Source: an optimization exercise on an open RTL-to-GDS flow (aim: small area, a short achievable clock period and few clock cycles). Production flows keep margins and buffers that such runs may drop.
In this exercise RTL edits were held to simulation tests only and were not proved equivalent to the original.
Power is estimated from default activity; no workload was simulated.

==> flow/design.v <==
package lpg_pkg;
    localparam int LEN_W   = 24;    
    localparam int HALF_W  = 23;    
    localparam int TRIG_W  = 16;    
    localparam int COORD_W = 32;    
    localparam int PNUM_W  = 6;     
    localparam int IDX_W   = 3;     
    localparam int FRAC_W  = 14;    
    localparam int POS_W   = COORD_W + 1 + FRAC_W;   
    localparam int PROD_W  = 40;    
    localparam int MAX_WAYPOINTS_DEF = 64;
    localparam logic [IDX_W-1:0] REG_X_LENGTH     = 3'd0;
    localparam logic [IDX_W-1:0] REG_Y_LENGTH     = 3'd1;
    localparam logic [IDX_W-1:0] REG_STRIPE_WIDTH = 3'd2;
    localparam logic [IDX_W-1:0] REG_COS_BEARING  = 3'd3;
    localparam logic [IDX_W-1:0] REG_SIN_BEARING  = 3'd4;
    localparam logic [LEN_W-1:0]         RST_X_LENGTH     = 24'd5120;
    localparam logic [LEN_W-1:0]         RST_Y_LENGTH     = 24'd5120;
    localparam logic [LEN_W-1:0]         RST_STRIPE_WIDTH = 24'd2560;
    localparam logic signed [TRIG_W-1:0] RST_COS_BEARING  = 16'sd16384;
    localparam logic signed [TRIG_W-1:0] RST_SIN_BEARING  = 16'sd0;
endpackage
module lpg_add #(
    parameter int W = 48
) (
    input  logic [W-1:0] i_a,
    input  logic [W-1:0] i_b,
    input  logic         i_cin,
    output logic [W-1:0] o_sum
);
    localparam int N = W + 1;
    localparam int L = (N <= 16) ? 4 : (N <= 32) ? 5 : (N <= 64) ? 6 : 7;
    logic [N-1:0]       a, b;
    logic [(L+1)*N-1:0] g, p;
    assign a = {i_a, i_cin};
    assign b = {i_b, i_cin};
    assign g[N-1:0] = a & b;
    assign p[N-1:0] = a ^ b;
    for (genvar l = 0; l < L; l++) begin : g_level
        for (genvar i = 0; i < N; i++) begin : g_bit
            if (((i >> l) & 1) == 1) begin : g_node
                localparam int J = ((i >> l) << l) - 1;
                assign g[(l+1)*N+i] = g[l*N+i] | (p[l*N+i] & g[l*N+J]);
                assign p[(l+1)*N+i] = p[l*N+i] & p[l*N+J];
            end else begin : g_pass
                assign g[(l+1)*N+i] = g[l*N+i];
                assign p[(l+1)*N+i] = p[l*N+i];
            end
        end
    end
    assign o_sum = p[N-1:1] ^ g[L*N+N-2:L*N];
endmodule
module lpg_datapath #(
    parameter bit IS_Y = 1'b0
) (
    input  logic                               i_clk,
    input  logic [5:0]                         n_sel,
    input  logic                               i_next_last,  
    input  logic                               i_far,       
    input  logic                               i_td,        
    input  logic                               n_far,       
    input  logic                               i_load_c,
    input  logic signed [lpg_pkg::COORD_W-1:0] i_center,
    input  logic [lpg_pkg::LEN_W-1:0]          i_h,
    input  logic [5:0]                         n_booth,     
    input  logic                               n_first,     
    input  logic [2:0]                         i_load_p,    
    output logic signed [lpg_pkg::COORD_W-1:0] o_point
);
    localparam int COORD_W = lpg_pkg::COORD_W;
    localparam int LEN_W   = lpg_pkg::LEN_W;
    localparam int FRAC_W  = lpg_pkg::FRAC_W;
    localparam int POS_W   = lpg_pkg::POS_W;
    localparam int PROD_W  = lpg_pkg::PROD_W;
    logic [POS_W-1:0]           r_s, r_cv;   
    logic signed [COORD_W-1:0]  r_c;
    logic signed [PROD_W-2:0]   r_sa, r_st;
    logic signed [PROD_W-1:0]   r_sw;
    always_ff @(posedge i_clk) begin
        if (i_load_c) begin
            r_c <= i_center;
        end
    end
    logic st_neg_go, sw_neg;
    assign st_neg_go = IS_Y ? 1'b0 : !i_td;
    assign sw_neg    = IS_Y ? 1'b1 : i_td;
    function automatic logic sa_neg(input logic far, input logic td);
        sa_neg = (IS_Y && td) ? far : !far;
    endfunction
    logic n_nb, n_nc;
    always_comb begin
        n_nb = 1'b0;
        n_nc = 1'b0;
        if (n_sel[0]) begin
            n_nb = n_booth[3];
            n_nc = n_booth[0];
        end else if (n_sel[5] || n_sel[4]) begin
            n_nb = st_neg_go;
            n_nc = sa_neg(1'b0, i_td);
        end else if (n_sel[3]) begin
            n_nb = sa_neg(!n_far, i_td);
        end
    end
    logic r_a_in, r_a_kept, r_a_x, r_a_x4, r_a_tr;
    logic r_b_st, r_b_sa2, r_b_h1, r_b_h2, r_b_tr;
    logic r_c_sa, r_c_h1, r_c_h2, r_c_tr;
    logic r_nb, r_nc, r_tr;
    always_ff @(posedge i_clk) begin
        r_a_in   <= n_sel[5];
        r_a_kept <= n_sel[4];
        r_a_x    <= n_sel[3];
        r_a_x4   <= n_sel[0] && !n_first;
        r_a_tr   <= n_sel[2];
        r_b_st   <= n_sel[5] || n_sel[4];
        r_b_sa2  <= n_sel[3];
        r_b_h1   <= n_sel[0] && n_booth[5];
        r_b_h2   <= n_sel[0] && n_booth[4];
        r_b_tr   <= n_sel[2];
        r_c_sa   <= n_sel[5] || n_sel[4];
        r_c_tr   <= n_sel[2];
        r_tr     <= n_sel[2];
        r_c_h1   <= n_sel[0] && n_booth[2];
        r_c_h2   <= n_sel[0] && n_booth[1];
        r_nb     <= n_nb;
        r_nc     <= n_nc;
    end
    function automatic logic [POS_W-1:0] sx39(input logic [PROD_W-2:0] v);
        sx39 = {{(POS_W-PROD_W+1){v[PROD_W-2]}}, v};
    endfunction
    function automatic logic [POS_W-1:0] rep(input logic b);
        rep = {POS_W{b}};
    endfunction
    logic [POS_W-1:0] c_in, c_kept, opa, opq, opb, opc, opb_s, opc_s;
    logic a_kept, a_x, b_st, b_sw, c_sa, nb, nc;
    always_comb begin
        a_kept = r_a_kept || (r_a_tr && i_next_last);
        a_x    = r_a_x || (r_a_tr && !i_next_last);
        b_st   = r_b_st || (r_b_tr && i_next_last);
        b_sw   = r_b_tr && !i_next_last;
        c_sa   = r_c_sa || (r_c_tr && i_next_last);
        nb     = r_tr ? (i_next_last ? !st_neg_go : sw_neg) : r_nb;
        nc     = r_tr ? (i_next_last && sa_neg(i_far, i_td)) : r_nc;
        c_in   = {i_center[COORD_W-1], i_center, 1'b1, {(FRAC_W-1){1'b0}}};
        c_kept = {r_c[COORD_W-1], r_c, 1'b1, {(FRAC_W-1){1'b0}}};
        opa = (rep(r_a_in) & c_in)
            | (rep(a_kept) & c_kept)
            | (rep(a_x) & r_s)
            | (rep(r_a_x4) & {r_s[POS_W-5:0], 4'b0});
        opq = (rep(a_x) & r_cv)
            | (rep(r_a_x4) & {r_cv[POS_W-5:0], 4'b0});
        opb = (rep(b_st) & sx39(r_st))
            | (rep(r_b_sa2) & {sx39(r_sa), 1'b0})
            | (rep(b_sw) & {{(POS_W-PROD_W){r_sw[PROD_W-1]}}, r_sw})
            | (rep(r_b_h1) & POS_W'({i_h, 2'b0}))
            | (rep(r_b_h2) & POS_W'({i_h, 3'b0}));
        opc = (rep(c_sa) & sx39(r_sa))
            | (rep(r_c_h1) & POS_W'(i_h))
            | (rep(r_c_h2) & POS_W'({i_h, 1'b0}));
        opb_s = opb ^ rep(nb);
        opc_s = opc ^ rep(nc);
    end
    logic [POS_W-1:0] s1, c1, s2, c2;
    always_comb begin
        s1 = opa ^ opq ^ opb_s;
        c1 = (opa & opq) | (opa & opb_s) | (opq & opb_s);
        s2 = s1 ^ {c1[POS_W-2:0], nb} ^ opc_s;
        c2 = (s1 & {c1[POS_W-2:0], nb}) | (s1 & opc_s) | ({c1[POS_W-2:0], nb} & opc_s);
    end
    always_ff @(posedge i_clk) begin
        r_s  <= s2;
        r_cv <= {c2[POS_W-2:0], nc};
    end
    logic [POS_W-1:0] sum;
    lpg_add #(.W(POS_W)) u_add (
        .i_a   (r_s),
        .i_b   (r_cv),
        .i_cin (1'b0),
        .o_sum (sum)
    );
    logic [COORD_W-1:0] r_pos;    
    always_ff @(posedge i_clk) begin
        r_pos <= (sum[POS_W-1] ^ sum[POS_W-2]) ? {sum[POS_W-1], {(COORD_W-1){!sum[POS_W-1]}}}
                                               : sum[POS_W-2:FRAC_W];
        if (i_load_p[0]) r_sa <= $signed(sum[PROD_W-2:0]);
        if (i_load_p[1]) r_st <= $signed(sum[PROD_W-2:0]);
        if (i_load_p[2]) r_sw <= $signed(sum[PROD_W-1:0]);
    end
    assign o_point = r_pos;
endmodule
module lawnmower_path_generator #(
    parameter int MAX_WAYPOINTS = lpg_pkg::MAX_WAYPOINTS_DEF
) (
    input  logic                               i_clk,
    input  logic                               i_rst_n,
    input  logic                               start,
    output logic                               busy,
    input  logic signed [lpg_pkg::COORD_W-1:0] i_center_x,
    input  logic signed [lpg_pkg::COORD_W-1:0] i_center_y,
    input  logic                               i_cfg_valid,
    output logic                               o_cfg_ready,
    input  logic [lpg_pkg::IDX_W-1:0]          i_cfg_index,
    input  logic [lpg_pkg::LEN_W-1:0]          i_cfg_data,
    output logic                               o_point_valid,
    output logic signed [lpg_pkg::COORD_W-1:0] o_point_x,
    output logic signed [lpg_pkg::COORD_W-1:0] o_point_y,
    output logic [lpg_pkg::PNUM_W-1:0]         o_point_number,
    output logic                               o_last_point,
    output logic                               o_overflow
);
    localparam int LEN_W   = lpg_pkg::LEN_W;
    localparam int TRIG_W  = lpg_pkg::TRIG_W;
    localparam int PNUM_W  = lpg_pkg::PNUM_W;
    localparam int REM_W   = LEN_W + 2;
    localparam logic [PNUM_W-1:0] LAST_PNUM = PNUM_W'(MAX_WAYPOINTS - 1);
    logic [LEN_W-1:0]         r_xlen, r_ylen, r_w;
    logic signed [TRIG_W-1:0] r_cos, r_sin;
    logic                     cfg_wr;
    logic                     restart;
    assign o_cfg_ready = 1'b1;
    assign cfg_wr      = i_cfg_valid && (i_cfg_index <= lpg_pkg::REG_SIN_BEARING);
    assign restart     = !i_rst_n || cfg_wr;
    logic [LEN_W-1:0]         n_xlen, n_ylen, n_w;
    logic signed [TRIG_W-1:0] n_cos, n_sin;
    logic                     r_td;      
    logic                     r_wz;      
    always_comb begin
        n_xlen = r_xlen;
        n_ylen = r_ylen;
        n_w    = r_w;
        n_cos  = r_cos;
        n_sin  = r_sin;
        if (!i_rst_n) begin
            n_xlen = lpg_pkg::RST_X_LENGTH;
            n_ylen = lpg_pkg::RST_Y_LENGTH;
            n_w    = lpg_pkg::RST_STRIPE_WIDTH;
            n_cos  = lpg_pkg::RST_COS_BEARING;
            n_sin  = lpg_pkg::RST_SIN_BEARING;
        end else if (i_cfg_valid) begin
            case (i_cfg_index)
                lpg_pkg::REG_X_LENGTH:     n_xlen = i_cfg_data;
                lpg_pkg::REG_Y_LENGTH:     n_ylen = i_cfg_data;
                lpg_pkg::REG_STRIPE_WIDTH: n_w    = i_cfg_data;
                lpg_pkg::REG_COS_BEARING:  n_cos  = $signed(i_cfg_data[TRIG_W-1:0]);
                lpg_pkg::REG_SIN_BEARING:  n_sin  = $signed(i_cfg_data[TRIG_W-1:0]);
                default: begin
                end
            endcase
        end
    end
    always_ff @(posedge i_clk) begin
        r_xlen <= n_xlen;
        r_ylen <= n_ylen;
        r_w    <= n_w;
        r_cos  <= n_cos;
        r_sin  <= n_sin;
    end
    logic             r_ovf;
    logic [LEN_W-1:0] weff;
    logic [LEN_W-1:0] span;
    assign weff = {r_w[LEN_W-1:1], r_w[0] | r_wz};
    assign span = r_td ? {r_ylen[LEN_W-1:1], 1'b0} : {r_xlen[LEN_W-1:1], 1'b0};
    logic       r_mrun;      
    logic       r_mprep;     
    logic       r_cdone;     
    logic [1:0] r_round;     
    logic [1:0] r_dig;       
    logic       c_act;       
    logic [2:0]       r_dload;
    logic [LEN_W-1:0] r_h;
    assign c_act = r_mrun && !r_mprep && !r_cdone;
    always_ff @(posedge i_clk) begin
        if (restart) begin
            r_mprep <= 1'b1;
            r_cdone <= 1'b0;
            r_round <= '0;
            r_dig   <= '0;
        end else if (r_mrun) begin
            r_mprep <= 1'b0;
            if (c_act) begin
                r_dig <= r_dig + 2'd1;
                if (r_dig == 2'd3) begin
                    r_round <= r_round + 2'd1;
                    if (r_round == 2'd2) begin
                        r_cdone <= 1'b1;
                    end
                end
            end
        end
    end
    always_ff @(posedge i_clk) begin
        if (r_mrun && r_mprep) begin
            r_td <= (r_xlen >= r_ylen);
            r_wz <= (r_w == '0);
        end
    end
    logic                     tx_is_cos;
    logic signed [TRIG_W-1:0] m_tx, m_ty;
    logic [5:0]               bth_x, bth_y;
    logic [LEN_W-1:0]         m_h;
    function automatic logic [4:0] window(input logic [TRIG_W-1:0] t, input logic [1:0] dig);
        case (dig)
            2'd0:    window = t[15:11];
            2'd1:    window = t[11:7];
            2'd2:    window = t[7:3];
            default: window = {t[3:0], 1'b0};
        endcase
    endfunction
    function automatic logic [5:0] booth(input logic [4:0] w);
        booth = {w[3] ^ w[2], (w[4] ^ w[3]) & !(w[3] ^ w[2]), w[4],
                 w[1] ^ w[0], (w[2] ^ w[1]) & !(w[1] ^ w[0]), w[2]};
    endfunction
    always_comb begin
        tx_is_cos = (r_round == 2'd0) ? r_td : !r_td;
        m_tx  = tx_is_cos ? r_cos : r_sin;
        m_ty  = tx_is_cos ? r_sin : r_cos;
        bth_x = booth(window(m_tx, r_dig));
        bth_y = booth(window(m_ty, r_dig));
        if (r_round[1]) begin
            m_h = weff;
        end else if (r_round[0] ^ r_td) begin
            m_h = {1'b0, r_xlen[LEN_W-1:1]};
        end else begin
            m_h = {1'b0, r_ylen[LEN_W-1:1]};
        end
    end
    always_ff @(posedge i_clk) begin
        r_h      <= m_h;
    end
    localparam logic [1:0] ST_IDLE = 2'd0;
    localparam logic [1:0] ST_WAIT = 2'd1;
    localparam logic [1:0] ST_RUN  = 2'd2;
    localparam logic [1:0] ST_DRAIN = 2'd3;    
    logic [1:0]        r_state, n_state;
    logic              r_busy, n_busy;
    logic              r_valid, n_valid;
    logic [PNUM_W-1:0] r_pnum, n_pnum;   
    logic              r_last, n_last;   
    logic              r_far, n_far;     
    logic              r_next_last, n_next_last;   
    logic              n_mrun;
    logic              n_dmac;
    logic [2:0]        n_dload;
    logic              idle, run, go;
    logic              last_next;
    assign idle = (r_state == ST_IDLE);
    assign run  = (r_state == ST_RUN);
    assign go   = !run && !r_mrun;
    logic [REM_W-1:0] r_acc;
    logic [REM_W-1:0] acc_sum;
    logic [REM_W-1:0] cmp_x, cmp_y;
    logic             cmp_ge;
    logic [REM_W:0]   cmp_sum;
    lpg_add #(.W(REM_W+1)) u_cmp (
        .i_a   ({1'b0, cmp_x}),
        .i_b   ({1'b0, ~cmp_y}),
        .i_cin (1'b1),
        .o_sum (cmp_sum)
    );
    assign cmp_ge = cmp_sum[REM_W];
    lpg_add #(.W(REM_W)) u_acc_add (
        .i_a   (r_acc),
        .i_b   (REM_W'(weff)),
        .i_cin (1'b0),
        .o_sum (acc_sum)
    );
    always_comb begin
        if (r_mrun) begin
            cmp_x = {2'b0, weff[18:0], 5'b0};
            cmp_y = r_acc;
        end else begin
            cmp_x = r_acc;
            cmp_y = REM_W'(span);
        end
    end
    always_ff @(posedge i_clk) begin
        if (go) begin
            r_acc <= REM_W'(weff);
        end else if (c_act && r_round == 2'd0 && r_dig == 2'd0) begin
            r_acc <= REM_W'(span);
        end else if ((c_act && r_round == 2'd0 && r_dig == 2'd1) || (run && r_pnum[0])) begin
            r_acc <= acc_sum;
        end
        if (c_act && r_round == 2'd0 && r_dig == 2'd2) begin
            r_ovf <= (weff[LEN_W-1:19] == '0) && !cmp_ge;
        end
    end
    always_comb begin
        n_dmac  = !restart && c_act;
        n_dload = (!restart && c_act && r_dig == 2'd3) ? (3'b001 << r_round) : 3'b000;
        n_mrun  = restart || (r_mrun && !r_dload[2]);
        n_state = r_state;
        n_busy  = r_busy;
        n_valid = r_valid;
        if (!i_rst_n) begin
            n_state = ST_IDLE;
            n_busy  = 1'b0;
            n_valid = 1'b0;
        end else begin
            case (r_state)
                ST_IDLE: if (start) begin
                    n_state = r_mrun ? ST_WAIT : ST_RUN;
                    n_busy  = 1'b1;
                    n_valid = !r_mrun;
                end
                ST_WAIT: if (!r_mrun) begin
                    n_state = ST_RUN;
                    n_valid = 1'b1;
                end
                ST_RUN: if (r_last) begin
                    n_state = ST_DRAIN;
                    n_valid = 1'b0;
                end
                default: begin
                    n_state = ST_IDLE;
                    n_busy  = 1'b0;
                end
            endcase
        end
        last_next = r_ovf ? (r_pnum == LAST_PNUM - PNUM_W'(1))
                          : (r_pnum[0] && r_next_last);
        n_pnum      = r_pnum;
        n_last      = r_last;
        n_far       = r_far;
        n_next_last = r_next_last;
        if (go) begin
            n_pnum = '0;
            n_last = 1'b0;
            n_far  = 1'b0;
        end else if (run) begin
            n_pnum = r_pnum + PNUM_W'(1);
            n_last = last_next;
            if (!r_pnum[0]) begin
                n_far       = !r_far;
                n_next_last = cmp_ge;
            end
        end
    end
    always_ff @(posedge i_clk) begin
        r_state     <= n_state;
        r_busy      <= n_busy;
        r_valid     <= n_valid;
        r_pnum      <= n_pnum;
        r_last      <= n_last;
        r_far       <= n_far;
        r_next_last <= n_next_last;
        r_mrun      <= n_mrun;
        r_dload     <= n_dload;
    end
    logic              r_show_valid, r_show_last;
    logic [PNUM_W-1:0] r_show_pnum;
    logic [2:0]        r_pload;
    always_ff @(posedge i_clk) begin
        r_show_valid <= r_valid && i_rst_n;
        r_show_last  <= r_last;
        r_show_pnum  <= r_pnum;
        r_pload      <= r_dload;
    end
    localparam int NSEL = 6;
    logic [NSEL-1:0] n_sel;
    logic            n_run, n_go;
    always_comb begin
        n_run = (n_state == ST_RUN);
        n_go  = !n_run && !n_mrun;
        n_sel[5] = n_go && (n_state == ST_IDLE);
        n_sel[4] = n_go && (n_state != ST_IDLE);
        n_sel[3] = n_run && !n_dmac && !n_pnum[0];
        n_sel[2] = n_run && !n_dmac && n_pnum[0];
        n_sel[1] = 1'b0;
        n_sel[0] = n_dmac;
    end
    lpg_datapath #(.IS_Y(1'b0)) u_dp_x (
        .i_clk       (i_clk),
        .n_sel       (n_sel),
        .i_td        (r_td),
        .n_far       (n_far),
        .i_far       (r_far),
        .i_next_last (r_next_last),
        .i_load_c    (idle),
        .i_center    (i_center_x),
        .i_h         (r_h),
        .n_booth     (bth_x),
        .n_first     (r_dig == 2'd0),
        .i_load_p    (r_pload),
        .o_point     (o_point_x)
    );
    lpg_datapath #(.IS_Y(1'b1)) u_dp_y (
        .i_clk       (i_clk),
        .n_sel       (n_sel),
        .i_td        (r_td),
        .n_far       (n_far),
        .i_far       (r_far),
        .i_next_last (r_next_last),
        .i_load_c    (idle),
        .i_center    (i_center_y),
        .i_h         (r_h),
        .n_booth     (bth_y),
        .n_first     (r_dig == 2'd0),
        .i_load_p    (r_pload),
        .o_point     (o_point_y)
    );
    assign busy           = r_busy;
    assign o_point_valid  = r_show_valid;
    assign o_point_number = r_show_pnum;
    assign o_last_point   = r_show_last;
    assign o_overflow     = r_ovf;
endmodule
==> flow/run.sh <==
#!/bin/bash
# synth_recipe.tcl (not shown) runs the flow's synth.tcl, then flattens the netlist and writes it again
# the make line also repeats each setting of config.mk as NAME=value (left out here)
make -C /OpenROAD-flow-scripts/flow DESIGN_CONFIG=/design/flow/config.mk WORK_HOME=/design/flow/orfs CLKGATE_MAP_FILE= SYNTH_SCRIPT=/design/flow/synth_recipe.tcl finish
==> flow/config.mk <==
export PLATFORM = sky130hd
export DESIGN_NAME = lawnmower_path_generator
export DESIGN_NICKNAME = lawnmower_path_generator
export VERILOG_FILES = /design/flow/design.v
export SDC_FILE = /design/flow/constraint.sdc
export NUM_CORES = 4
export LEC_CHECK = 0
export CAP_MARGIN = 20
export CORE_MARGIN = 2
export CORE_UTILIZATION = 65
export SETUP_SLACK_MARGIN = 4.0
export SLEW_MARGIN = 20
==> flow/constraint.sdc <==
create_clock -name core_clock -period 7.5 [get_ports {i_clk}]
set_input_delay 1.5000 -clock core_clock [delete_from_list [all_inputs] [get_ports {i_clk}]]
set_output_delay 1.5000 -clock core_clock [all_outputs]
set_load 0.01 [all_outputs]
==> results.py, run 1 <==
metrics = {
    "cts": {
        "cts_max_level": 3,
        "cts_root_buffer": "clkbuf_16",
        "clkSlewWorstSetupHoldPaths_ps": 60,
        "cts.sinks": 761,
        "insertion_delay_ps": 630,
        "cts_tree": "yes",
        "cts_buffers": 81,
        "cts_max_path_buffers": 3,
    },
    "worst_hold_path": {
        "hold_path_class": "reg -> reg",
    },
    "flow_run": {
        "drv_cap": 0,
    },
    "layout": {
        "syn_to_final_growth_pct": 13.0,
        "layout-drive-gt1-share": 0.0808,
        "nets": 4216,
        "fin_area_sq_um": 45500,
        "utilization": 0.740,
    },
    "global_routing": {
        "grt_antenna_before_repair": 2,
        "overflow": 0,
        "grt_usage": 0.343,
        "grt_pass1_wl_um": 170000,
        "grt_max_degree": 105,
        "use_met1": 0.459,
        "use_met3": 0.0599,
        "grt.busiest_layer": "met2",
        "use_met2": 0.564,
        "grt_pass1_vias": 30037,
    },
    "yosys": {
        "netlist_instances": 3675,
        "yosysTopAreaCellShare": 0.245,
        "syn_area_sq_um": 40300,
        "ys_top_cells_by_count": "490 x nand2_1, 433 x dfxtp_1, 328 x edfxtp_1, 230 x inv_1, 198 x fa_1",
        "async_flop_share": 0,
        "ys.flop_type": "dfxtp_1",
        "syn_avg_cell_area_sq_um": 11.0,
        "synth_area_leader_cell": "edfxtp_1",
        "ys_warn_count": 3,
        "yosys-top-cells-area": "edfxtp_1 24%, dfxtp_1 22%, fa_1 9.8%",
        "yosysMostFrequentCell": "nand2_1",
        "synth_nets": 4146,
        "synth_edf_count": 328,
        "synth_cell_types": 80,
        "ys_seq_area_frac": 0.460,
        "ys_ff_latch": 761,
    },
    "worst_setup_path": {
        "startpoint_type": "flop",
        "crit_type": "reg -> reg",
        "worstPathRequired_ps": 8010,
        "arrival_ps": 3920,
        "worstPathMaxFanout": 7,
        "end_kind": "flop",
    },
    "route": {
        "wl_per_cell_um": 23.8,
        "via_count": 29748,
        "via_per_inst": 6.46,
        "ant_nets": 0,
        "drc": 0,
        "drt_iter0_drc": 3349,
        "first_pass_iters": 10,
        "routed_wirelength_um": 110000,
    },
    "floorplanning": {
        "initial_utilization": 0.655,
        "dieArea_sq_um": 64000,
        "die_x_um": 253,
        "row_count": 91,
        "ios": 170,
        "core_area_sq_um": 61500,
        "die_h_um": 253,
    },
    "timing": {
        "rsz0062_at_grt": "true",
        "hold_viol_final": 0,
        "fin_crit_ps": 3410,
        "fin_crit_sh": 0.454,
        "tightestPinTransition_ps": 1180,
        "skew_ps": 26.5,
        "setup_viol": 0,
        "slew-limit-headroom": 0.209,
        "holdWs_ps": 320,
        "slew_viol_final": 0,
        "fmax_mhz": 294,
        "tns_ps": 0,
    },
    "place": {
        "hpwl_um": 76600,
        "place_congestion": 0.950,
        "dpl-instance-area_sq_um": 42500,
        "numPortBuffers": 168,
    },
    "status": {
        "run_status": "finished clean",
    },
    "power": {
        "cellPowerDensity_nw_per_um2": 203,
        "ir_worst_vdd_uv": 199,
        "p_total_w": 0.00924,
        "leakagePower_nw": 18.5,
    },
}
==> placed cells by master, fill, tap and decap left out, types with 14 or more instances in the layout <==
master,Yosys,layout
nand2_1,490,486
dfxtp_1,433,427
edfxtp_1,328,328
inv_1,230,230
fa_1,198,198
ha_1,178,177
clkdlybuf4s50_1,0,167
xnor2_1,155,152
a222oi_1,136,136
a21oi_1,129,128
nor2_1,133,127
xor2_1,113,107
a22oi_1,105,105
a21boi_0,101,101
clkbuf_16,0,87
nand3_1,79,79
o21ai_0,80,79
a22o_1,64,64
a221oi_1,60,58
a21o_1,47,47
mux2_2,42,42
maj3_2,35,35
mux2i_1,35,34
nor3_1,29,26
buf_4,4,25
and2_1,24,24
clkbuf_1,173,23
o21a_1,18,18
nor2b_1,18,17
o21ai_1,15,16
nand4_1,15,15
a31oi_1,16,15
clkinv_2,0,14
==> worst paths after layout <==
kind                            slack, ps               end      startpoint  depth (start not counted)
worst max-delay path                 4090  u_dp_x.r_pos[24]  u_dp_x.r_s[18]                         11
worst min-delay path                  320        r_pload[0]      r_dload[0]                          0
worst max register to register       4090  u_dp_x.r_pos[24]  u_dp_x.r_s[18]                         11
worst min register to register        320        r_pload[0]      r_dload[0]                          0
==> report_power, final <==
part	internal (W)	leakage, nW	switching, W
combinational	0.000263	10.5	0.000346
clock	0.00243	1.33	0.00167
sequential	0.00442	6.61	0.000110
total	0.00712	18.5	0.00212
==> what timing repair did <==
action | 4_1_cts | 5_1_grt
hold buffers | 0 | 0
endpoints found under the setup margin | 112 | 203
resized for setup | 12 | 41
pin swaps | 1 | 3
endpoints found under the hold margin | 0 | 0
setup buffers | 1 | 0
==> state kept, by name, indices dropped and copies added (netlist names), 26 cells and up <==
name,count
r_acc,26
u_dp_x.r_c,32
u_dp_x.r_cv,47
u_dp_x.r_pos,32
u_dp_x.r_s,47
u_dp_x.r_sa,39
u_dp_x.r_st,39
u_dp_x.r_sw,40
u_dp_y.r_c,32
u_dp_y.r_cv,47
u_dp_y.r_pos,32
u_dp_y.r_s,47
u_dp_y.r_sa,39
u_dp_y.r_st,39
u_dp_y.r_sw,40
==> kinds of logic after synthesis <==
family,share of synthesized area
simple gates,0.0906
flops,0.460
xor+xnor,0.0591
fa+ha+maj,0.166
other cells,0.0000931
buf+inv,0.0434
compound gates,0.157
mux,0.0238
==> final cells by class <==
type,instances,area [sq um]
Sequential cell,761,18500
Tap cell,790,988
Multi-Input combinational cell,2461,20300
Antenna cell,3,7.51
Clock buffer,117,2360
Timing Repair Buffer,206,2070
Fill cell,4234,16000
Inverter,234,883
Clock inverter,33,364
==> metal layers <==
metal | up-vias | share of wire
li1 | 13355 | -
met1 | 14715 | 0.40
met2 | 1415 | 0.47
met3 | 263 | 0.085
met4 | 0 | 0.040
met5 | - | 0
==> critical path: stages, from the launching register on <==
cell	delay, ps
dfxtp_1	420
ha_1	320
a21oi_1	240
o21ai_1	150
a221o_1	430
o2bb2ai_1	190
a41oi_4	420
a21oi_1	190
a21oi_1	270
xor2_2	280
nor2b_1	90
o221a_2	270
==> per-stage QoR <==
stage               cells  setup slack (ps)
finish               4605              4090
global route         4602              3960
CTS                  4600              3900
detailed placement   4449              3460
global placement     4448              3540
floorplan            3675              4050
Testbench counts, summed over its fixed seeds: cycles 30,311.
==> inputs of run 2 (changes only) <==
--- a/flow/config.mk
+++ b/flow/config.mk
@@ -8,5 +8,5 @@
 export CAP_MARGIN = 20
 export CORE_MARGIN = 2
 export CORE_UTILIZATION = 65
-export SETUP_SLACK_MARGIN = 4.0
+export SETUP_SLACK_MARGIN = 4.5
 export SLEW_MARGIN = 20
==> run 2 against run 1 <==
Non-clock buffer count grew 118; largest power group unchanged; clock-buffer cell count shrank 3; clock skew down 1.9 ps; worst setup slack better by 190 ps; worst hold slack improved by 11 ps; register-to-register slack improved by 190 ps; global-route usage is 3.6 points higher.
==> results.py, run 2 <==
metrics = {
    "worst_setup_path": {
        "crit_slowest_cell": "dfxtp_1",
        "end_kind": "flop",
        "crit_type": "reg -> reg",
        "worst-path-stages": 13,
        "worstPathRequired_ps": 8010,
        "path_cells": "ha_4 -> a21o_1 -> a21oi_1 -> nor2b_1 -> or3_4 -> a221oi_4 -> buf_6 -> o311ai_4 -> a21oi_4 -> xnor2_4 -> buf_12 -> buf_12 -> maj3_2",
        "crit_top_cell": "buf_12",
        "r2r_cells": 13,
        "path_delay_family": "compound AO/OA/AOI/OAI gates",
        "startpoint_type": "flop",
        "cp_num_buf_inv": 3,
        "worstPathMaxFanout": 5,
        "arrival_ps": 3730,
        "slowest_delay_ps": 470,
    },
    "timing": {
        "tightestPinTransition_ps": 1210,
        "worst_slack_ps": 4280,
        "slew_viol_final": 0,
        "slew-limit-headroom": 0.193,
        "setup_viol": 0,
        "rsz0062_at_grt": "true",
        "holdWs_ps": 331,
        "fin_crit_ps": 3220,
        "skew_ps": 24.6,
        "fmax_mhz": 311,
        "fin_crit_sh": 0.429,
        "tns_ps": 0,
        "hold_viol_final": 0,
    },
    "worst_hold_path": {
        "hold_path_class": "reg -> reg",
        "min_path_cells": 0,
    },
    "place": {
        "place_congestion": 0.932,
        "hpwl_um": 75700,
        "dpl-instance-area_sq_um": 42500,
        "numPortBuffers": 168,
        "pre_cts_slack_ps": 3540,
    },
    "floorplanning": {
        "row_count": 91,
        "ios": 170,
        "die_x_um": 253,
        "initial_utilization": 0.655,
        "core_area_sq_um": 61500,
        "dieArea_sq_um": 64000,
        "die_h_um": 253,
    },
    "yosys": {
        "synth_top_family_by_area": "adder cells",
        "synth_nets": 4146,
        "async_flop_share": 0,
        "yosysMostFrequentCell": "nand2_1",
        "synth_area_leader_cell": "edfxtp_1",
        "yosys.area_share.simple": 0.0906,
        "ys.flop_type": "dfxtp_1",
        "ys_ff_latch": 761,
        "syn_area_sq_um": 40300,
        "synth-compound-area-share": 0.157,
        "ys_seq_area_frac": 0.460,
        "yosysTopAreaCellShare": 0.245,
        "syn_avg_cell_area_sq_um": 11.0,
        "yosys-top-cells-area": "edfxtp_1 24%, dfxtp_1 22%, fa_1 9.8%",
        "synth_fa_ha_area_frac": 0.166,
        "synthMuxAreaShare": 0.0238,
        "netlist_instances": 3675,
        "ys_top_cells_by_count": "490 x nand2_1, 433 x dfxtp_1, 328 x edfxtp_1, 230 x inv_1, 198 x fa_1",
        "synth_edf_count": 328,
        "ys_warn_count": 3,
        "yosys.area_share.xor_xnor": 0.0591,
        "synth_cell_types": 80,
    },
    "status": {
        "run_status": "finished clean",
    },
    "cts": {
        "clkSlewWorstSetupHoldPaths_ps": 60,
        "cts_tree": "yes",
        "cts_buffers": 78,
        "insertion_delay_ps": 640,
        "hold_buffers": 0,
        "cts_root_buffer": "clkbuf_16",
        "cts_max_level": 3,
        "cts.sinks": 761,
        "cts_max_path_buffers": 3,
    },
    "route": {
        "ant_nets": 0,
        "drc": 0,
        "via_per_inst": 6.65,
        "routed_wirelength_um": 125000,
        "via_count": 31426,
        "first_pass_iters": 9,
        "wl_per_cell_um": 26.5,
        "drt_iter0_drc": 3898,
    },
    "power": {
        "internal_power_w": 0.00711,
        "cellPowerDensity_nw_per_um2": 192,
        "ir_worst_vdd_uv": 225,
        "switchingPower_w": 0.00220,
        "seq_power_share": 0.486,
        "power_frac_clock": 0.440,
        "leakagePower_nw": 20.1,
        "swShare": 0.236,
        "combPwrFrac": 0.074,
    },
    "global_routing": {
        "grt_max_degree": 102,
        "grt_pass1_wl_um": 185000,
        "grt_antenna_before_repair": 1,
        "overflow": 0,
        "grt_pass1_vias": 31618,
        "grt_usage": 0.379,
    },
    "layout": {
        "syn_to_final_growth_pct": 20.6,
        "nFillCells": 3749,
        "fin_area_sq_um": 48600,
        "final_common_cell": "nand2_1",
        "utilization": 0.790,
        "nets": 4337,
        "layout-drive-gt1-share": 0.175,
        "final_cell_mix": "479 x nand2_1, 357 x dfxtp_1, 328 x edfxtp_1, 226 x inv_1, 195 x fa_1",
    },
    "flow_run": {
        "drv_cap": 0,
    },
}
run 2: cell counts after synthesis:
No cell type changed its count.
run 2: final cells by class:
type                       count  area (sq um)  share of cell area
sequential                   761         18700               0.384
inverter                     234           891              0.0183
multi-input combinational   2467         21700               0.447
antenna                        1          2.50           0.0000515
tap                          790           988              0.0204
clock inverter                32           330             0.00680
clock buffer                 114          2370              0.0489
timing repair buffer         324          3620              0.0745
run 2: per-stage QoR:
stage | total power [W] | std cells
after floorplan | 0.00495 | 3675
after global placement | 0.00518 | 4449
after detailed placement | 0.00520 | 4449
after CTS | 0.00930 | 4687
after global routing | 0.00955 | 4722
final | 0.00931 | 4723
run 2: metal layers:
metal / up-vias / global-route usage / wire, um
met5: - / 0 / 13
met1: 15458 / 0.487 / 47000
met4: 2 / 0.198 / 7490
met3: 434 / 0.0723 / 12200
met2: 1902 / 0.614 / 58500
li1: 13630 / - / -
run 2: final timing paths:
path,end,slack [ps],startpoint
setup / recovery,u_dp_y.r_pos[13],4280,u_dp_y.r_cv[36]
hold / removal,r_pload[1],330,r_dload[1]
setup reg to reg,u_dp_y.r_pos[13],4280,u_dp_y.r_cv[36]
hold reg to reg,r_pload[1],330,r_dload[1]
run 2: power by group through the flow:
stage	Sequential, W	Clock [W]	Combinational (W)
2_1_floorplan	0.00456	0	0.000391
3_3_place_gp	0.00461	0	0.000570
3_5_place_dp	0.00461	0	0.000591
4_1_cts	0.00452	0.00412	0.000662
5_1_grt	0.00453	0.00427	0.000745
6_report	0.00453	0.00410	0.000690
run 2: cell families (layout without fill, tap and decap cells):
kind of cell	count (synthesis)	after routing
AO/OA/AOI/OAI	836	836
XOR/XNOR	270	270
adder cells (fa/ha/maj)	422	422
buffers and inverters	453	704
flip-flops	761	761
multiplexers	83	83
other	1	2
AND/OR/NAND/NOR	849	855
run 2: what timing repair did:
action                     in CTS  in global routing
resized for setup             299                181
buffers inserted               73                 28
pin swaps                      88                 79
setup endpoints to repair     412                299
cloned                         19                  7
==> inputs of run 3 (changes only) <==
--- a/flow/config.mk
+++ b/flow/config.mk
@@ -7,6 +7,7 @@
 export LEC_CHECK = 0
 export CAP_MARGIN = 20
 export CORE_MARGIN = 2
-export CORE_UTILIZATION = 65
+export CORE_UTILIZATION = 40
+export CTS_BUF_LIST = sky130_fd_sc_hd__clkbuf_4
 export SETUP_SLACK_MARGIN = 4.5
 export SLEW_MARGIN = 20
==> run 3 against run 2 <==
Sequential power about the same; power decreased by 2.9%; first-iteration DRC count decreased by 25%; final area increased by 0.20%; critical path depth unchanged; worst hold slack worse by 6.2 ps; clock-buffer cell count is 201 higher; worst setup slack got worse by 35 ps.
==> results.py, run 3 <==
metrics = {
    "status": {
        "run_status": "finished clean",
    },
    "cts": {
        "cts_max_level": 4,
        "clkSlewWorstSetupHoldPaths_ps": 70,
        "cts_tree": "yes",
        "hold_buffers": 0,
        "cts_root_buffer": "clkbuf_4",
        "insertion_delay_ps": 1110,
        "cts_buffers": 205,
        "cts_max_path_buffers": 3,
        "cts.sinks": 761,
    },
    "floorplanning": {
        "core_area_sq_um": 100000,
        "ios": 170,
        "row_count": 116,
        "dieArea_sq_um": 103000,
        "die_h_um": 321,
        "die_x_um": 321,
        "initial_utilization": 0.403,
    },
    "timing": {
        "fin_crit_ps": 3250,
        "tns_ps": 0,
        "fmax_mhz": 308,
        "rsz0062_at_grt": "true",
        "tightestPinTransition_ps": 1260,
        "setup_viol": 0,
        "fin_crit_sh": 0.433,
        "slew-limit-headroom": 0.158,
        "hold_viol_final": 0,
        "skew_ps": 127,
        "slew_viol_final": 0,
    },
    "layout": {
        "multi_input_area_sq_um": 21500,
        "syn_to_final_growth_pct": 20.8,
        "nets": 4461,
        "final_common_cell": "nand2_1",
        "layout-drive-gt1-share": 0.230,
        "fin_area_sq_um": 48700,
        "final_cell_mix": "483 x nand2_1, 359 x dfxtp_1, 328 x edfxtp_1, 315 x clkbuf_4, 226 x inv_1",
        "nFillCells": 9037,
        "seq_area_sq_um": 18700,
    },
    "yosys": {
        "ys_ff_latch": 761,
        "ys_warn_count": 3,
        "synthMuxAreaShare": 0.0238,
        "async_flop_share": 0,
        "yosys.area_share.xor_xnor": 0.0591,
        "syn_area_sq_um": 40300,
        "synth_top_family_by_area": "adder cells",
        "yosysTopAreaCellShare": 0.245,
        "synth-compound-area-share": 0.157,
        "yosys.area_share.simple": 0.0906,
        "synth_cell_types": 80,
        "ys_seq_area_frac": 0.460,
        "netlist_instances": 3675,
        "synth_edf_count": 328,
        "ys_top_cells_by_count": "490 x nand2_1, 433 x dfxtp_1, 328 x edfxtp_1, 230 x inv_1, 198 x fa_1",
        "yosys-top-cells-area": "edfxtp_1 24%, dfxtp_1 22%, fa_1 9.8%",
        "synth_fa_ha_area_frac": 0.166,
        "ys.flop_type": "dfxtp_1",
        "synth_nets": 4146,
        "synth_area_leader_cell": "edfxtp_1",
        "syn_avg_cell_area_sq_um": 11.0,
        "yosysMostFrequentCell": "nand2_1",
    },
    "route": {
        "wl_per_cell_um": 22.3,
        "via_per_inst": 5.56,
        "ant_nets": 0,
        "drc": 0,
        "first_pass_iters": 9,
        "drt_iter0_drc": 2913,
        "routed_wirelength_um": 122000,
        "via_count": 30425,
    },
    "power": {
        "cellPowerDensity_nw_per_um2": 186,
        "leakagePower_nw": 20.0,
        "ir_worst_vdd_uv": 109,
    },
    "place": {
        "dpl-instance-area_sq_um": 43200,
        "hpwl_um": 76600,
        "numPortBuffers": 168,
        "place_congestion": 0.837,
    },
    "global_routing": {
        "grt_pass1_vias": 30599,
        "grt_antenna_before_repair": 1,
        "grt_usage": 0.234,
        "grt_max_degree": 86,
        "overflow": 0,
        "grt_pass1_wl_um": 185000,
    },
    "worst_setup_path": {
        "worstPathMaxFanout": 6,
        "crit_type": "reg -> reg",
        "end_kind": "flop",
        "worstPathRequired_ps": 8420,
        "startpoint_type": "flop",
        "arrival_ps": 4170,
    },
    "worst_hold_path": {
        "hold_path_class": "reg -> reg",
    },
    "flow_run": {
        "drv_cap": 0,
    },
}
-- run 3: cells by family (layout without fill, tap and decap cells) --
logic type | after synthesis | after routing
buffers and inverters | 453 | 943
XOR/XNOR | 270 | 270
other | 1 | 4
AND/OR/NAND/NOR | 849 | 855
multiplexers | 83 | 83
AO/OA/AOI/OAI | 836 | 836
adder cells (fa/ha/maj) | 422 | 422
flip-flops | 761 | 761
-- run 3: final timing paths --
check	start	endpoint	slack [ps]	cells past startpoint
worst min register to register	r_dload[1]	r_pload[1]	320	0
worst max register to register	u_dp_x.r_cv[2]	u_dp_x.r_pos[19]	4250	13
worst max-delay path	u_dp_x.r_cv[2]	u_dp_x.r_pos[19]	4250	13
worst min-delay path	r_dload[1]	r_pload[1]	320	0
-- run 3: worst max-delay path, stage by stage, from the launching register on --
cell and delay, ps:
dfxtp_4 360, ha_4 270, o211ai_1 120, o211ai_1 270
or3b_4 450, nand2_4 100, a41oi_4 190, o31ai_4 250
buf_4 160, a21oi_4 60, xor2_4 180, buf_12 190
buf_16 150, maj3_2 290
-- run 3: stage by stage --
stage	setup slack (ps)	util	hold WS [ps]	instances	total power, W
CTS	4180	0.477	325	5440	0.00913
global route	4160	0.486	343	5470	0.00945
global placement	3140	0.432	311	4959	0.00521
finish	4250	0.487	325	5472	0.00904
floorplan	4460	-	310	3675	0.00495
detailed placement	3030	0.432	312	4959	0.00521
-- run 3: per-layer routing --
metal / GRT usage / part of all wire / vias up
met5: 0 / 0 / -
met4: 0.0907 / 0.031 / 0
met3: 0.0409 / 0.063 / 221
met2: 0.391 / 0.49 / 1147
met1: 0.301 / 0.42 / 15032
li1: - / - / 14025
-- run 3: power breakdown --
group	switching, W	internal (W)
registers	0.000110	0.00441
logic	0.000382	0.000314
clock network	0.00185	0.00197
-- run 3: timing repair --
item,CTS,global route
setup endpoints to repair,478,319
resized for setup,570,148
pin swaps,87,75
cloned,20,0
setup buffers,73,29
-- run 3: layout make-up --
class	count	share of cell area
multi-input cells	2467	0.443
clock inverters	73	0.00795
clock buffers	315	0.0486
flip-flops and latches	761	0.383
repair buffers	321	0.0651
diodes	3	0.000154
well taps	1298	0.0334
inverters	234	0.0184
==> inputs of run 4 (changes only) <==
--- a/flow/config.mk
+++ b/flow/config.mk
@@ -8,6 +8,5 @@
 export CAP_MARGIN = 20
 export CORE_MARGIN = 2
 export CORE_UTILIZATION = 40
-export CTS_BUF_LIST = sky130_fd_sc_hd__clkbuf_4
-export SETUP_SLACK_MARGIN = 4.5
+export SETUP_SLACK_MARGIN = 5.0
 export SLEW_MARGIN = 20
==> run 4 against run 3 <==
Die area did not move; clock-buffer cell count fell by 202; still clean; worst setup slack got worse by 38 ps; final cell count fell by 0.51%; critical path depth fell by 1; power rose by 9.2%; critical endpoint is now u_dp_x.r_pos[8]; highest routed layer unchanged; global-route usage rose by 2.2 points.
==> results.py, run 4 <==
metrics = {
    "yosys": {
        "ys_top_cells_by_count": "490 x nand2_1, 433 x dfxtp_1, 328 x edfxtp_1, 230 x inv_1, 198 x fa_1",
        "yosysTopAreaCellShare": 0.245,
        "ys_seq_area_frac": 0.460,
        "netlist_instances": 3675,
        "yosys-top-cells-area": "edfxtp_1 24%, dfxtp_1 22%, fa_1 9.8%",
        "yosysMostFrequentCell": "nand2_1",
        "ys_warn_count": 3,
        "synth_area_leader_cell": "edfxtp_1",
        "synth_cell_types": 80,
        "async_flop_share": 0,
        "syn_avg_cell_area_sq_um": 11.0,
        "synth_nets": 4146,
        "ys.flop_type": "dfxtp_1",
        "syn_area_sq_um": 40300,
        "synth_edf_count": 328,
        "ys_ff_latch": 761,
    },
    "layout": {
        "final_common_cell": "nand2_1",
        "layout-drive-gt1-share": 0.365,
        "nets": 4542,
        "utilization": 0.554,
        "fin_area_sq_um": 55400,
        "multi_input_area_sq_um": 25000,
        "final_cell_mix": "440 x nand2_1, 328 x edfxtp_1, 290 x dfxtp_1, 184 x inv_1, 139 x buf_4",
        "n_antenna_cell": 0,
        "nFillCells": 8068,
        "syn_to_final_growth_pct": 37.5,
        "seq_area_sq_um": 18800,
    },
    "route": {
        "via_per_inst": 5.75,
        "wl_per_cell_um": 25.3,
        "routed_wirelength_um": 138000,
        "first_pass_iters": 8,
        "via_count": 31320,
        "ant_nets": 0,
        "drt_iter0_drc": 3530,
        "drc": 0,
    },
    "timing": {
        "hold_viol_final": 0,
        "tightestPinTransition_ps": 1180,
        "slew_viol_final": 0,
        "tns_ps": 0,
        "fmax_mhz": 304,
        "fin_crit_sh": 0.438,
        "setup_viol": 0,
        "rsz0062_at_grt": "true",
        "slew-limit-headroom": 0.211,
        "skew_ps": 36.9,
        "fin_crit_ps": 3290,
    },
    "power": {
        "internal_power_w": 0.00746,
        "swShare": 0.244,
        "combPwrFrac": 0.077,
        "p_total_w": 0.00987,
        "ir_worst_vdd_uv": 154,
        "switchingPower_w": 0.00241,
        "cellPowerDensity_nw_per_um2": 178,
        "power_frac_clock": 0.464,
        "seq_power_share": 0.459,
        "leakagePower_nw": 21.9,
    },
    "cts": {
        "cts.sinks": 761,
        "cts_root_buffer": "clkbuf_16",
        "cts_tree": "yes",
        "clkSlewWorstSetupHoldPaths_ps": 70,
        "cts_max_level": 3,
        "hold_buffers": 0,
        "insertion_delay_ps": 680,
        "cts_max_path_buffers": 3,
        "cts_buffers": 87,
    },
    "global_routing": {
        "grt_pass1_wl_um": 200000,
        "grt_max_degree": 86,
        "grt_usage": 0.256,
        "grt_pass1_vias": 31105,
        "grt_antenna_before_repair": 2,
        "overflow": 0,
    },
    "worst_setup_path": {
        "worstPathRequired_ps": 8050,
        "worstPathMaxFanout": 7,
        "crit_type": "reg -> reg",
        "end_kind": "flop",
        "arrival_ps": 3840,
        "startpoint_type": "flop",
    },
    "floorplanning": {
        "row_count": 116,
        "initial_utilization": 0.403,
        "dieArea_sq_um": 103000,
        "core_area_sq_um": 100000,
        "die_h_um": 321,
        "die_x_um": 321,
        "ios": 170,
    },
    "place": {
        "place_congestion": 0.840,
        "hpwl_um": 77600,
        "dpl-instance-area_sq_um": 44100,
        "numPortBuffers": 168,
    },
    "flow_run": {
        "drv_cap": 0,
    },
    "status": {
        "run_status": "finished clean",
    },
    "worst_hold_path": {
        "hold_path_class": "reg -> reg",
    },
}
run 4: cell counts after synthesis:
No cell type changed its count.
run 4: power by group through the flow:
stage                     combinational [W]  clock [W]  sequential, W
final                              0.000760    0.00458        0.00453
after global placement             0.000607          0        0.00462
after CTS                          0.000717    0.00464        0.00453
after global routing               0.000821    0.00481        0.00454
after detailed placement           0.000611          0        0.00462
after floorplan                    0.000405          0        0.00456
run 4: area by class of cell:
class | instances | share of cell area
multi-input cells | 2476 | 0.451
clock buffers | 113 | 0.0450
flip-flops and latches | 761 | 0.340
repair buffers | 511 | 0.108
inverters | 234 | 0.0163
clock inverters | 51 | 0.0108
well taps | 1298 | 0.0293
run 4: stage by stage:
step,instances,hold slack (ps),setup slack [ps]
final,5444,327,4210
after global routing,5444,339,4190
after CTS,5354,328,4280
after detailed placement,4959,316,3550
after global placement,4959,310,3620
after floorplan,3675,310,4530
run 4: cells by family after synthesis:
group,share of synthesized area
xor gates and xnor gates,0.0591
and+or+nand+nor,0.0906
other,0.0000931
muxes,0.0238
DFF,0.460
AOI/OAI and AO/OA,0.157
adders and majority gates,0.166
buffers and inverters,0.0434
run 4: worst paths after layout:
kind / from / to / slack [ps] / cells past startpoint
setup / recovery: u_dp_x.r_s[2] / u_dp_x.r_pos[8] / 4210 / 12
hold / removal: r_dload[0] / r_pload[0] / 330 / 0
setup reg to reg: u_dp_x.r_s[2] / u_dp_x.r_pos[8] / 4210 / 12
hold reg to reg: r_dload[0] / r_pload[0] / 330 / 0
run 4: worst max-delay path, stage by stage, from the launching register on:
cell and delay (ps):
dfxtp_4 360, ha_4 280, o211ai_1 100, o211ai_1 340
or3b_4 460, nand2_4 110, a41oi_4 180, o31ai_4 370
a21oi_4 100, buf_12 150, xor2_4 200, buf_12 220
maj3_2 280
run 4: per-layer routing:
layer | up-vias | GRT usage | share of wire
met1 | 15635 | 0.325 | 0.39
met4 | 0 | 0.0938 | 0.040
met2 | 1363 | 0.447 | 0.50
li1 | 14054 | - | -
met5 | - | 0 | 0
met3 | 268 | 0.0317 | 0.068
run 4: repair_timing:
action | CTS | global route
setup buffers | 177 | 82
gates resized for setup | 1056 | 396
pin swaps | 311 | 246
endpoints found under the setup margin | 604 | 555
endpoints found under the hold margin | 0 | 0
gates cloned | 54 | 8
==> inputs of run 5 (changes only) <==
--- a/flow/config.mk
+++ b/flow/config.mk
@@ -8,5 +8,6 @@
 export CAP_MARGIN = 20
 export CORE_MARGIN = 2
 export CORE_UTILIZATION = 40
-export SETUP_SLACK_MARGIN = 5.0
+export CTS_CLUSTER_SIZE = 30
+export SETUP_SLACK_MARGIN = 4.5
 export SLEW_MARGIN = 20
==> run 5 against run 4 <==
Die area is the same; worst setup slack gained 100 ps; final area shrank 12%.
==> results.py, run 5 <==
metrics = {
    "status": {
        "run_status": "finished clean",
    },
    "floorplanning": {
        "dieArea_sq_um": 103000,
        "die_x_um": 321,
        "core_area_sq_um": 100000,
        "ios": 170,
        "row_count": 116,
        "die_h_um": 321,
        "initial_utilization": 0.403,
    },
    "worst_setup_path": {
        "worstPathRequired_ps": 8010,
        "worstPathMaxFanout": 28,
        "startpoint_type": "flop",
        "rrSetupSlack_ps": 4320,
        "end_kind": "flop",
        "crit_type": "reg -> reg",
        "r2r-start": "u_dp_y.r_cv[35]",
        "r2r_cells": 11,
        "r2r-end": "u_dp_y.r_pos[0]",
        "arrival_ps": 3700,
    },
    "yosys": {
        "async_flop_share": 0,
        "synth_area_leader_cell": "edfxtp_1",
        "yosys-top-cells-area": "edfxtp_1 24%, dfxtp_1 22%, fa_1 9.8%",
        "synth_nets": 4146,
        "yosysTopAreaCellShare": 0.245,
        "ys_seq_area_frac": 0.460,
        "ys_warn_count": 3,
        "syn_area_sq_um": 40300,
        "syn_avg_cell_area_sq_um": 11.0,
        "ys_top_cells_by_count": "490 x nand2_1, 433 x dfxtp_1, 328 x edfxtp_1, 230 x inv_1, 198 x fa_1",
        "yosysMostFrequentCell": "nand2_1",
        "synth_edf_count": 328,
        "netlist_instances": 3675,
        "ys_ff_latch": 761,
        "ys.flop_type": "dfxtp_1",
        "synth_cell_types": 80,
    },
    "timing": {
        "hold_viol_final": 0,
        "skew_ps": 36.4,
        "rsz0062_at_grt": "true",
        "slew_viol_final": 0,
        "fin_crit_sh": 0.425,
        "slew-limit-headroom": 0.205,
        "tns_ps": 0,
        "fmax_mhz": 314,
        "tightestPinTransition_ps": 1190,
        "setup_viol": 0,
        "worst_slack_ps": 4320,
        "fin_crit_ps": 3180,
    },
    "place": {
        "pre_cts_slack_ps": 3030,
        "place_congestion": 0.837,
        "numPortBuffers": 168,
        "hpwl_um": 76600,
        "dp_cells": 4959,
    },
    "power": {
        "cellPowerDensity_nw_per_um2": 199,
        "ir_worst_vdd_uv": 187,
        "p_total_w": 0.00970,
        "leakagePower_nw": 19.8,
    },
    "route": {
        "via_per_inst": 5.64,
        "first_pass_iters": 14,
        "wl_met1_um": 50700,
        "routed_wirelength_um": 120000,
        "wl_met3_um": 7370,
        "wl_per_cell_um": 22.9,
        "dr.max_layer_used": "met4",
        "ant_nets": 0,
        "via_count": 29507,
        "drt_iter0_drc": 2936,
        "drc": 0,
        "met2_length_um": 58200,
    },
    "cts": {
        "clkSlewWorstSetupHoldPaths_ps": 60,
        "cts_root_buffer": "clkbuf_16",
        "cts.sinks": 761,
        "cts_buffers": 88,
        "insertion_delay_ps": 680,
        "cts_max_level": 3,
        "cts_tree": "yes",
        "cts_max_path_buffers": 3,
        "hold_buffers": 0,
    },
    "layout": {
        "layout-drive-gt1-share": 0.163,
        "nets": 4329,
        "nFillCells": 8910,
        "finalNonFillerCells": 5232,
        "syn_to_final_growth_pct": 20.9,
        "final_cell_mix": "482 x nand2_1, 366 x dfxtp_1, 328 x edfxtp_1, 226 x inv_1, 196 x fa_1",
        "utilization": 0.487,
        "final_common_cell": "nand2_1",
    },
    "worst_hold_path": {
        "min_path_cells": 0,
        "min_from": "r_dload[1]",
        "hold_path_class": "reg -> reg",
        "holdPathEnd": "r_pload[1]",
    },
    "global_routing": {
        "grt_usage": 0.229,
        "grt_pass1_wl_um": 182000,
        "overflow": 0,
        "grt_antenna_before_repair": 0,
        "grt_pass1_vias": 29494,
        "grt_max_degree": 86,
    },
    "flow_run": {
        "drv_cap": 0,
    },
}
[run 5: cell counts after synthesis]
Identical to the previous run, type by type.
[run 5: power by group]
| part | leakage [nW] | switching, W | internal (W) |
|---|---|---|---|
| Clock | 1.46 | 0.00179 | 0.00269 |
| Combinational | 11.7 | 0.000380 | 0.000312 |
| Sequential | 6.65 | 0.000109 | 0.00442 |
[run 5: cell families (layout without fill, tap and decap cells)]
family                   Yosys count  count (layout)  synth area share
adder cells (fa/ha/maj)          422             422             0.166
other                              1               2         0.0000931
AND/OR/NAND/NOR                  849             855            0.0906
flip-flops                       761             761             0.460
multiplexers                      83              83            0.0238
XOR/XNOR                         270             270            0.0591
buffers and inverters            453             705            0.0434
AO/OA/AOI/OAI                    836             836             0.157
[run 5: what timing repair did]
action                                 in CTS  in global routing
gates resized for setup                   314                103
setup endpoints to repair                 478                260
gates cloned                               15                  3
endpoints found under the hold margin       0                  0
pin swaps                                  57                 71
setup buffers                              60                 28
[run 5: worst max-delay path by stage]
stage                         start               to  slack, ps  depth (start not counted)
floorplan                      r_td      r_next_last       4460                         14
global placement      u_dp_y.r_a_tr   u_dp_y.r_s[38]       3140                          8
detailed placement    u_dp_y.r_a_tr   u_dp_y.r_s[37]       3030                          8
CTS                 u_dp_y.r_cv[28]  u_dp_y.r_pos[0]       4330                         11
global route          u_dp_x.r_s[2]  u_dp_x.r_pos[8]       4200                         12
finish              u_dp_y.r_cv[35]  u_dp_y.r_pos[0]       4320                         11
[run 5: metrics by stage]
step | hold WS (ps) | area, sq um
global route | 336 | 48700
global placement | 311 | 43200
detailed placement | 312 | 43200
finish | 324 | 48700
floorplan | 310 | 40300
CTS | 324 | 48000
[run 5: final cells by class]
type | count | area [sq um] | share of cell area
clock inverters | 41 | 548 | 0.0113
well taps | 1298 | 1620 | 0.0333
clock buffers | 124 | 2470 | 0.0507
inverters | 234 | 895 | 0.0184
repair buffers | 306 | 3130 | 0.0643
flip-flops and latches | 761 | 18600 | 0.383
multi-input cells | 2467 | 21400 | 0.440
diodes | 1 | 2.50 | 0.0000514
[run 5: worst max-delay path, stage by stage (launching register included)]
cell	delay, ps
dfxtp_1	350
ha_1	400
nand4_1	230
nor2_2	310
and3b_1	250
a221oi_4	100
buf_4	160
o311ai_2	310
o211ai_2	170
xnor2_2	170
buf_12	180
maj3_1	380
[run 5: layer usage]
| metal | up-vias | global-route usage |
|---|---|---|
| li1 | 13615 | - |
| met1 | 14652 | 0.302 |
| met2 | 1054 | 0.387 |
| met3 | 186 | 0.0290 |
| met4 | 0 | 0.0771 |
| met5 | - | 0 |
==> inputs of run 6 (changes only) <==
--- a/flow/config.mk
+++ b/flow/config.mk
@@ -8,6 +8,5 @@
 export CAP_MARGIN = 20
 export CORE_MARGIN = 2
 export CORE_UTILIZATION = 40
-export CTS_CLUSTER_SIZE = 30
 export SETUP_SLACK_MARGIN = 4.5
 export SLEW_MARGIN = 20
==> run 6 against run 5 <==
Global-route usage did not move; synthesized area unchanged; worst hold slack unchanged; power unchanged; clock-buffer cell count unchanged; combinational power about the same; largest cell class unchanged; sequential share of layout area unchanged; largest power group unchanged; critical endpoint unchanged; sequential power barely moved; via count is the same.
==> results.py, run 6 <==
metrics = {
    "status": {
        "run_status": "finished clean",
    },
    "yosys": {
        "yosys-top-cells-area": "edfxtp_1 24%, dfxtp_1 22%, fa_1 9.8%",
        "ys_seq_area_frac": 0.460,
        "syn_avg_cell_area_sq_um": 11.0,
        "synth_nets": 4146,
        "synth_edf_count": 328,
        "async_flop_share": 0,
        "ys_warn_count": 3,
        "yosysTopAreaCellShare": 0.245,
        "ys_top_cells_by_count": "490 x nand2_1, 433 x dfxtp_1, 328 x edfxtp_1, 230 x inv_1, 198 x fa_1",
        "syn_area_sq_um": 40300,
        "synth_area_leader_cell": "edfxtp_1",
        "yosysMostFrequentCell": "nand2_1",
        "ys_ff_latch": 761,
        "synth_cell_types": 80,
        "netlist_instances": 3675,
        "ys.flop_type": "dfxtp_1",
    },
    "route": {
        "first_pass_iters": 14,
        "via_per_inst": 5.64,
        "wl_per_cell_um": 22.9,
        "drc": 0,
        "ant_nets": 0,
        "drt_iter0_drc": 2936,
        "routed_wirelength_um": 120000,
        "via_count": 29507,
    },
    "worst_setup_path": {
        "crit_slowest_cell": "ha_1",
        "end_kind": "flop",
        "worstPathMaxFanout": 28,
        "cp_num_buf_inv": 2,
        "path_cells": "ha_1 -> nand4_1 -> nor2_2 -> and3b_1 -> a221oi_4 -> buf_4 -> o311ai_2 -> o211ai_2 -> xnor2_2 -> buf_12 -> maj3_1",
        "r2r-end": "u_dp_y.r_pos[0]",
        "path_delay_family": "simple AND/OR/NAND/NOR gates",
        "worstPathRequired_ps": 8010,
        "arrival_ps": 3700,
        "crit_type": "reg -> reg",
        "rrSetupSlack_ps": 4320,
        "r2r_cells": 11,
        "slowest_delay_ps": 400,
        "r2r-start": "u_dp_y.r_cv[35]",
        "startpoint_type": "flop",
    },
    "power": {
        "leakagePower_nw": 19.8,
        "ir_worst_vdd_uv": 187,
        "cellPowerDensity_nw_per_um2": 199,
        "p_total_w": 0.00970,
    },
    "cts": {
        "clkSlewWorstSetupHoldPaths_ps": 60,
        "insertion_delay_ps": 680,
        "cts_root_buffer": "clkbuf_16",
        "cts.sinks": 761,
        "cts_buffers": 88,
        "cts_max_path_buffers": 3,
        "cts_tree": "yes",
        "hold_buffers": 0,
        "cts_max_level": 3,
    },
    "global_routing": {
        "grt_pass1_vias": 29494,
        "grt_antenna_before_repair": 0,
        "overflow": 0,
        "grt_max_degree": 86,
        "grt_pass1_wl_um": 182000,
        "grt_usage": 0.229,
    },
    "flow_run": {
        "drv_cap": 0,
    },
    "timing": {
        "skew_ps": 36.4,
        "slew-limit-headroom": 0.205,
        "tns_ps": 0,
        "hold_viol_final": 0,
        "fin_crit_sh": 0.425,
        "slew_viol_final": 0,
        "tightestPinTransition_ps": 1190,
        "fin_crit_ps": 3180,
        "fmax_mhz": 314,
        "rsz0062_at_grt": "true",
        "setup_viol": 0,
        "holdWs_ps": 324,
    },
    "layout": {
        "nFillCells": 8910,
        "utilization": 0.487,
        "layout-drive-gt1-share": 0.163,
        "syn_to_final_growth_pct": 20.9,
        "final_cell_mix": "482 x nand2_1, 366 x dfxtp_1, 328 x edfxtp_1, 226 x inv_1, 196 x fa_1",
        "final_common_cell": "nand2_1",
        "nets": 4329,
    },
    "floorplanning": {
        "initial_utilization": 0.403,
        "die_x_um": 321,
        "core_area_sq_um": 100000,
        "dieArea_sq_um": 103000,
        "row_count": 116,
        "die_h_um": 321,
        "ios": 170,
    },
    "worst_hold_path": {
        "hold_path_class": "reg -> reg",
        "holdPathEnd": "r_pload[1]",
        "min_path_cells": 0,
        "min_from": "r_dload[1]",
    },
    "place": {
        "numPortBuffers": 168,
        "place_congestion": 0.837,
        "hpwl_um": 76600,
    },
}
## run 6: worst max path at each step
stage                         start              end  depth (start not counted)
floorplan                      r_td      r_next_last                         14
global placement      u_dp_y.r_a_tr   u_dp_y.r_s[38]                          8
detailed placement    u_dp_y.r_a_tr   u_dp_y.r_s[37]                          8
CTS                 u_dp_y.r_cv[28]  u_dp_y.r_pos[0]                         11
global route          u_dp_x.r_s[2]  u_dp_x.r_pos[8]                         12
finish              u_dp_y.r_cv[35]  u_dp_y.r_pos[0]                         11
## run 6: worst register-to-register path, delay by kind of cell, from the launching register on
kind / cells / cell delay, ps
adders and majority gates: 2 / 810
and+or+nand+nor: 3 / 790
AOI/OAI and AO/OA: 3 / 580
DFF: 1 / 350
buffers and inverters: 2 / 350
xor gates and xnor gates: 1 / 170
## run 6: routing by layer
layer / track usage / routed length (um)
met1: 0.302 / 50700
met2: 0.387 / 58200
met3: 0.0290 / 7370
met4: 0.0771 / 3590
met5: 0 / 0
## run 6: cell type report
class	count	area (sq um)	area share
antenna	1	2.50	0.0000514
clock buffer	124	2470	0.0507
clock inverter	41	548	0.0113
inverter	234	895	0.0184
multi-input combinational	2467	21400	0.440
sequential	761	18600	0.383
tap	1298	1620	0.0333
timing repair buffer	306	3130	0.0643
## run 6: kinds of logic (layout without fill, tap and decap cells)
logic type,Yosys count,count (layout),synth area share
multiplexers,83,83,0.0238
adder cells (fa/ha/maj),422,422,0.166
other,1,2,0.0000931
AO/OA/AOI/OAI,836,836,0.157
buffers and inverters,453,705,0.0434
AND/OR/NAND/NOR,849,855,0.0906
XOR/XNOR,270,270,0.0591
flip-flops,761,761,0.460
## run 6: timing repair
action / in CTS / in global routing
setup endpoints to repair: 478 / 260
gates cloned: 15 / 3
setup buffers: 60 / 28
pin swaps: 57 / 71
endpoints found under the hold margin: 0 / 0
gates resized for setup: 314 / 103
## run 6: where the power goes
| group | internal (W) | switching (W) | total (W) |
|---|---|---|---|
| Clock | 0.00269 | 0.00179 | 0.00448 |
| Sequential | 0.00442 | 0.000109 | 0.00453 |
| Combinational | 0.000312 | 0.000380 | 0.000693 |
| Total | 0.00742 | 0.00228 | 0.00970 |
## run 6: metrics by stage
stage / cell area, sq um / setup slack [ps] / std cells
floorplan: 40300 / 4460 / 3675
finish: 48700 / 4320 / 5232
global route: 48700 / 4200 / 5231
detailed placement: 43200 / 3030 / 4959
CTS: 48000 / 4330 / 5199
global placement: 43200 / 3140 / 4959

static timing again, ports no longer ideal:
How much do the figures lean on ideal ports? The routed layouts below were timed once more, with nothing changed but the port constraints.
Step 1 sets driving cells, clkbuf_16 on the clock port and buf_2 on the other inputs (assumed; they add their load-dependent delay and slew).
Step 2 adds t to the input delays and takes it off the output delays; t is the mean of the earliest and latest rising clock arrival at the registers after step 1. Input paths then give back, and output paths get back, about the clock's delay inside the block.
Slacks: ideal ports / drivers / drivers and shift; pairs: ideal ports / drivers.
| run | t, ns | setup WS [ns] | hold WS [ns] | worst register clock-pin slew, ns | worst data-port slew with drivers (ns) |
|---|---|---|---|---|---|
| run 1 | 0.688 | 4.093 / 4.093 / 3.615 | 0.320 / 0.320 / 0.320 | 0.07 / 0.07 | 0.09 |
| run 2 | 0.691 | 4.285 / 4.285 / 3.839 | 0.331 / 0.331 / 0.331 | 0.07 / 0.07 | 0.08 |
| run 3 | 1.112 | 4.250 / 4.250 / 3.583 | 0.325 / 0.325 / 0.325 | 0.08 / 0.08 | 0.07 |
| run 4 | 0.725 | 4.212 / 4.212 / 3.961 | 0.327 / 0.327 / 0.327 | 0.07 / 0.07 | 0.07 |
| run 5 | 0.726 | 4.316 / 4.316 / 3.867 | 0.324 / 0.324 / 0.324 | 0.06 / 0.06 | 0.07 |
| run 6 | 0.726 | 4.316 / 4.316 / 3.867 | 0.324 / 0.324 / 0.324 | 0.06 / 0.06 | 0.07 |
After both steps setup and hold are still met in every run listed. The setup slack of run 3, which loses most, moves by 0.000 ns with the drivers and by -0.667 ns with both steps.
